Background: an optimization exercise with open tools, aiming at small area and few clock cycles per item. Do not read the settings as production practice. Function was checked by simulation only, so behaviour that the tests miss may differ from the original.

Design reshapeConcatTop, start of the top module:
module reshapeConcatTop
(
    input  logic         clk,
    input  logic         arstN,
    input  logic         start,
    input  logic [31:0]  reg4,
    input  logic [31:0]  reg5,
    input  logic [31:0]  reg6,
    input  logic [31:0]  reg7,
    input  logic [31:0]  reg8,
    input  logic [31:0]  reg9,
    input  logic         inValid,
    input  logic signed [7:0]         inData,
    input  logic         outCredit,
    output logic         inCredit,
    output logic         outValid,
    output logic signed [7:0]         outData,
    output logic         busy,
    output logic         done
);
    logic                            launch;
    logic [1:0]                      rdPtr;
    logic [1:0]                      wrPtr;
    logic                            popEmit;
    logic                            curSrc;
    logic                            adv;
    logic                            s1Valid;
    logic signed [15:0]              zeroPoint1;
    logic signed [15:0]              zeroPoint2;
    logic [23-1:0]  scaleLo1;
    logic [23-1:0]  scaleLo2;
    logic                            magHi1;
  ...
export LEC_CHECK = 0
export CAP_MARGIN = 0
export CORE_MARGIN = 2
export CORE_UTILIZATION = 75
export CTS_BUF_LIST = sky130_fd_sc_hd__clkbuf_8 sky130_fd_sc_hd__clkbuf_16
export CTS_CLUSTER_DIAMETER = 80
export CTS_CLUSTER_SIZE = 32
export SLEW_MARGIN = 0
export SYNTH_HIERARCHICAL = 1
export SYNTH_MINIMUM_KEEP_SIZE = 0
create_clock -name core_clock -period 9.0 [get_ports {clk}]
standard.sh (not shown) runs the stock make flow with config.mk's settings and CLKGATE_MAP_FILE= SYNTH_SCRIPT=/design/flow/synth_recipe.tcl, a recipe that flattens the netlist after the stock synthesis.
==> flow/flow/run.sh <==
#!/bin/bash
# The standard layout, with the smallest buffer on every input and output port.
set -euo pipefail
bash standard.sh "BUFFER_PORTS_ARGS=-buffer_cell sky130_fd_sc_hd__buf_1" finish > make_finish.log 2>&1
The starting point finished with timing, DRC and antenna clean.
Testbench counts at the start, summed over its fixed seeds: cycles 38,898, items 34,023.
Edit:
--- a/flow/config.mk
+++ b/flow/config.mk
@@ -11,3 +11,3 @@
-export CTS_BUF_LIST = sky130_fd_sc_hd__clkbuf_8 sky130_fd_sc_hd__clkbuf_16
-export CTS_CLUSTER_DIAMETER = 80
-export CTS_CLUSTER_SIZE = 32
+export CTS_BUF_LIST = sky130_fd_sc_hd__clkbuf_8
+export CTS_CLUSTER_DIAMETER = 50
+export CTS_CLUSTER_SIZE = 22
=> Non-clock buffer count stays the same. Setup slack improved by 0.055 ns. Wire length barely changes. Cell count went up slightly. First-iteration DRC count went down by roughly a tenth. Cell area went up slightly. Critical path depth stays the same. Count of clock-buffer cells in the layout went up by 12.
Edit:
--- a/flow/config.mk
+++ b/flow/config.mk
@@ -11,3 +11,3 @@
-export CTS_BUF_LIST = sky130_fd_sc_hd__clkbuf_8
-export CTS_CLUSTER_DIAMETER = 50
-export CTS_CLUSTER_SIZE = 22
+export CTS_BUF_LIST = sky130_fd_sc_hd__clkbuf_8 sky130_fd_sc_hd__clkbuf_16
+export CTS_CLUSTER_DIAMETER = 60
+export CTS_CLUSTER_SIZE = 25
Outcome: The changed run went through all stages and came out clean. Clock-buffer cell count falls by 5. Synthesized area stays the same. Clock skew came out higher by 0.0031 ns. Non-clock buffer count does not change. First-iteration DRC count grows by about 14%. Final cell count goes down by 0.39%.

reshapeConcatTop, a different RTL version from the one above (not shown whole).
Size in the first run: roughly 210 flip-flops, ~18000 um^2 of cells after synthesis.
// reshapeConcatTop
module reshapeConcatTop
(
    input  logic         clk,
    input  logic         arstN,
    input  logic         start,
    input  logic [31:0]  reg4,
    input  logic [31:0]  reg5,
    input  logic [31:0]  reg6,
    input  logic [31:0]  reg7,
    input  logic [31:0]  reg8,
    input  logic [31:0]  reg9,
    input  logic         inValid,
    input  logic signed [7:0]         inData,
    input  logic         outCredit,
    output logic         inCredit,
    output logic         outValid,
    output logic signed [7:0]         outData,
    output logic         busy,
    output logic         done
);
clock: 9.0 ns
lec_check: 0
cap_margin: 0
core_margin: 2
core_utilization: 65
cts_buf_list: sky130_fd_sc_hd__clkbuf_8
cts_cluster_size: 20
slew_margin: 0
synth_hierarchical: 1
synth_minimum_keep_size: 0
Scripts as last shown in full above: flow/flow/run.sh
Testbench counts at the start, summed over its fixed seeds: cycles 38,898, items 34,023.
Edit:
--- a/flow/config.mk
+++ b/flow/config.mk
@@ -11,2 +10,0 @@
-export CTS_BUF_LIST = sky130_fd_sc_hd__clkbuf_8
-export CTS_CLUSTER_SIZE = 20
After rerunning:
- cell area is about the same
- die area is unchanged
- worst hold slack barely changes
- flip-flop and latch count does not change
- routed wire length hardly moves
- count of clock-buffer cells in the layout fell by 12

run 1:
RTL: one of the versions met above, not the one the previous note started from.
For scale: about 1600 cells after synthesis, ~210 flip-flops, ~220 I/O pins, ~18000 um2 of cells after synthesis.
==> flow/design.v (excerpt) <==
module reshapeConcatTop
(
    input  logic         clk,
    input  logic         arstN,
    input  logic         start,
    input  logic [31:0]  reg4,
    input  logic [31:0]  reg5,
    input  logic [31:0]  reg6,
    input  logic [31:0]  reg7,
    input  logic [31:0]  reg8,
    input  logic [31:0]  reg9,
    input  logic         inValid,
    input  logic signed [7:0]         inData,
    input  logic         outCredit,
    output logic         inCredit,
    output logic         outValid,
    output logic signed [7:0]         outData,
    output logic         busy,
    output logic         done
);
    logic                            launch;
    logic [1:0]                      rdPtr;
    logic [1:0]                      wrPtr;
    logic                            popEmit;
    logic                            curSrc;
    logic                            adv;
    logic                            s1Valid;
    logic signed [15:0]              zeroPoint1;
    logic signed [15:0]              zeroPoint2;
    logic [23-1:0]  scaleLo1;
    logic [23-1:0]  scaleLo2;
    logic                            magHi1;
    logic                            magHi2;
    logic                            neg1;
    logic                            neg2;
    reshapeInstrLatch u_instrLatch (
        .clk        (clk),
        .launch     (launch),
        .reg6       (reg6),
        .reg7       (reg7),
        .reg8       (reg8),
        .reg9       (reg9),
        .zeroPoint1 (zeroPoint1),
        .zeroPoint2 (zeroPoint2),
        .scaleLo1   (scaleLo1),
        .scaleLo2   (scaleLo2),
        .magHi1     (magHi1),
        .magHi2     (magHi2),
        .neg1       (neg1),
        .neg2       (neg2)
    );
    concatSequencer u_sequencer (
        .clk       (clk),
        .arstN     (arstN),
        .start     (start),
        .reg4      (reg4),
  ...
export LEC_CHECK = 0
export CAP_MARGIN = 0
export CORE_MARGIN = 2
export CORE_UTILIZATION = 85
export CTS_BUF_LIST = sky130_fd_sc_hd__clkbuf_8 sky130_fd_sc_hd__clkbuf_16
export CTS_CLUSTER_DIAMETER = 60
export CTS_CLUSTER_SIZE = 25
export SLEW_MARGIN = 0
export SYNTH_HIERARCHICAL = 1
export SYNTH_MINIMUM_KEEP_SIZE = 0
create_clock -name core_clock -period 9.0 [get_ports {clk}]
Scripts as last shown in full above: flow/flow/run.sh
Testbench counts of run 1, summed over its fixed seeds: cycles 38,898, items 34,023.
For run 2, these inputs were changed with respect to run 1:
Settings: CORE_UTILIZATION changed from 85 to 75; GPL_TIMING_DRIVEN newly set to 0; GPL_ROUTABILITY_DRIVEN newly set to 0.
### Flow results
- Run 2 | status: complete | timing, DRC, antenna: pass
- End of the critical path: u_requant.outData[5] -> run 1, u_requant.outData[6] -> run 2
- [run 2] number of signal-net buffers in the layout rose 50 relative to run 1
- | met1 layer wirelength in the final routing | run 2 vs run 1 | ≈ equal |
- Diff run 1 -> run 2: data required time of the worst path now sits lower, cell area has increased.
- Worst slew margin relative to its limit delta (run 2 − run 1): favourable
- Per the comparison of run 2 with run 1, number of core rows grew by about 8%; final hold slack shrank by 0.016 ns; post-route clock period utilization grew by 4.4 points.

reshapeConcatTop with an RTL version that a note above also has.
Size: roughly 1,500 cells after synthesis, roughly 220 I/O pins, ~18,000 um2 of cells after synthesis.
// reshapeConcatTop
module reshapeConcatTop
(
    input  logic         clk,
    input  logic         arstN,
    input  logic         start,
    input  logic [31:0]  reg4,
    input  logic [31:0]  reg5,
    input  logic [31:0]  reg6,
    input  logic [31:0]  reg7,
    input  logic [31:0]  reg8,
    input  logic [31:0]  reg9,
    input  logic         inValid,
    input  logic signed [7:0]         inData,
    input  logic         outCredit,
    output logic         inCredit,
    output logic         outValid,
    output logic signed [7:0]         outData,
    output logic         busy,
    output logic         done
);
==> flow/config.mk <==
export PLATFORM = sky130hd
export DESIGN_NAME = reshapeConcatTop
export DESIGN_NICKNAME = reshapeConcatTop
export VERILOG_FILES = /design/flow/design.v
export SDC_FILE = /design/flow/constraint.sdc
export NUM_CORES = 4
export LEC_CHECK = 0
export CAP_MARGIN = 20
export CORE_MARGIN = 2
export CORE_UTILIZATION = 40
export CTS_BUF_LIST = sky130_fd_sc_hd__clkbuf_4
export CTS_CLUSTER_SIZE = 30
export SLEW_MARGIN = 20
export SYNTH_HIERARCHICAL = 1
export SYNTH_MINIMUM_KEEP_SIZE = 0
==> flow/constraint.sdc <==
create_clock -name core_clock -period 9.0 [get_ports {clk}]
set_input_delay 1.8000 -clock core_clock [delete_from_list [all_inputs] [get_ports {clk}]]
set_output_delay 1.8000 -clock core_clock [all_outputs]
set_load 0.01 [all_outputs]
run.sh (not shown) runs the stock make flow with config.mk's settings and CLKGATE_MAP_FILE= SYNTH_SCRIPT=/design/flow/synth_recipe.tcl, a recipe that flattens the netlist after the stock synthesis.
Stock flow here: none of the scripts above is used.
The starting point finished with timing, DRC and antenna clean.
Testbench counts at the start, summed over its fixed seeds: cycles 38,898, items 34,023.
Next try:
==> flow/flow/run.sh (new file) <==
#!/bin/bash
# The standard layout, with the smallest buffer on every input and output port.
set -euo pipefail
bash standard.sh "BUFFER_PORTS_ARGS=-buffer_cell sky130_fd_sc_hd__buf_1" finish > make_finish.log 2>&1
==> flow/standard.sh (new file) <==
#!/bin/bash
# synth_recipe.tcl (not shown) runs the flow's synth.tcl, then flattens the netlist and writes it again
# the make line also repeats each setting of config.mk as NAME=value (left out here)
make -C /OpenROAD-flow-scripts/flow DESIGN_CONFIG=/design/flow/config.mk WORK_HOME=/design/flow/orfs CLKGATE_MAP_FILE= SYNTH_SCRIPT=/design/flow/synth_recipe.tcl "${@:-finish}"
CTS_BUF_LIST = unset   (was sky130_fd_sc_hd__clkbuf_4)
CTS_CLUSTER_SIZE = unset   (was 30)
removed: flow/run.sh
The new run produced a clean layout.
Worst setup slack improved by 150 ps.
Wire length came out lower by 3.4%.
Core utilization came out lower by 2.5 points.
Non-clock buffer count is unchanged.
Final cell count came out lower by 2.7%.

afterwards: timing with drivers on the ports:
Ports are ideal in the flow. The routed layouts listed here were re-timed in OpenROAD. Step 1, drivers: a clkbuf_16 drives clk and a buf_2 each remaining input, both assumed. Step 2 times the ports against the registers' clock, not the clock port: input delays grow and output delays shrink by t, the midpoint of the rising clock arrivals with the driver on. a / b / c = ideal / step 1 / step 2; a / b = the first two.
run | shift t [ns] | setup slack, ns | worst hold slack (ns) | worst setup path after step 2 | worst register clock-pin slew, ns
the first run of note 1 | 0.510 | 0.592 / 0.592 / 0.592 | 0.519 / 0.519 / 0.519 | register to register | 0.11 / 0.11
the second run of note 1 | 0.575 | 0.647 / 0.647 / 0.647 | 0.514 / 0.514 / 0.514 | register to register | 0.12 / 0.12
the third run of note 1 | 0.525 | 0.536 / 0.536 / 0.536 | 0.502 / 0.502 / 0.502 | register to register | 0.09 / 0.09
the first run of note 2 | 0.553 | 0.702 / 0.702 / 0.702 | 0.501 / 0.501 / 0.501 | register to register | 0.07 / 0.07
the second run of note 2 | 0.553 | 0.678 / 0.678 / 0.678 | 0.500 / 0.500 / 0.500 | register to register | 0.07 / 0.07
run 1 | 0.538 | 0.833 / 0.833 / 0.833 | 0.527 / 0.527 / 0.527 | register to register | 0.10 / 0.10
run 2 | 0.520 | 0.433 / 0.433 / 0.433 | 0.510 / 0.510 / 0.510 | register to register | 0.09 / 0.09
the first run of note 4 | 0.798 | 0.679 / 0.679 / 0.679 | 0.505 / 0.505 / 0.505 | register to register | 0.08 / 0.08
the second run of note 4 | 0.570 | 0.831 / 0.831 / 0.831 | 0.500 / 0.500 / 0.500 | register to register | 0.06 / 0.06
After both steps every run listed still meets setup and hold.
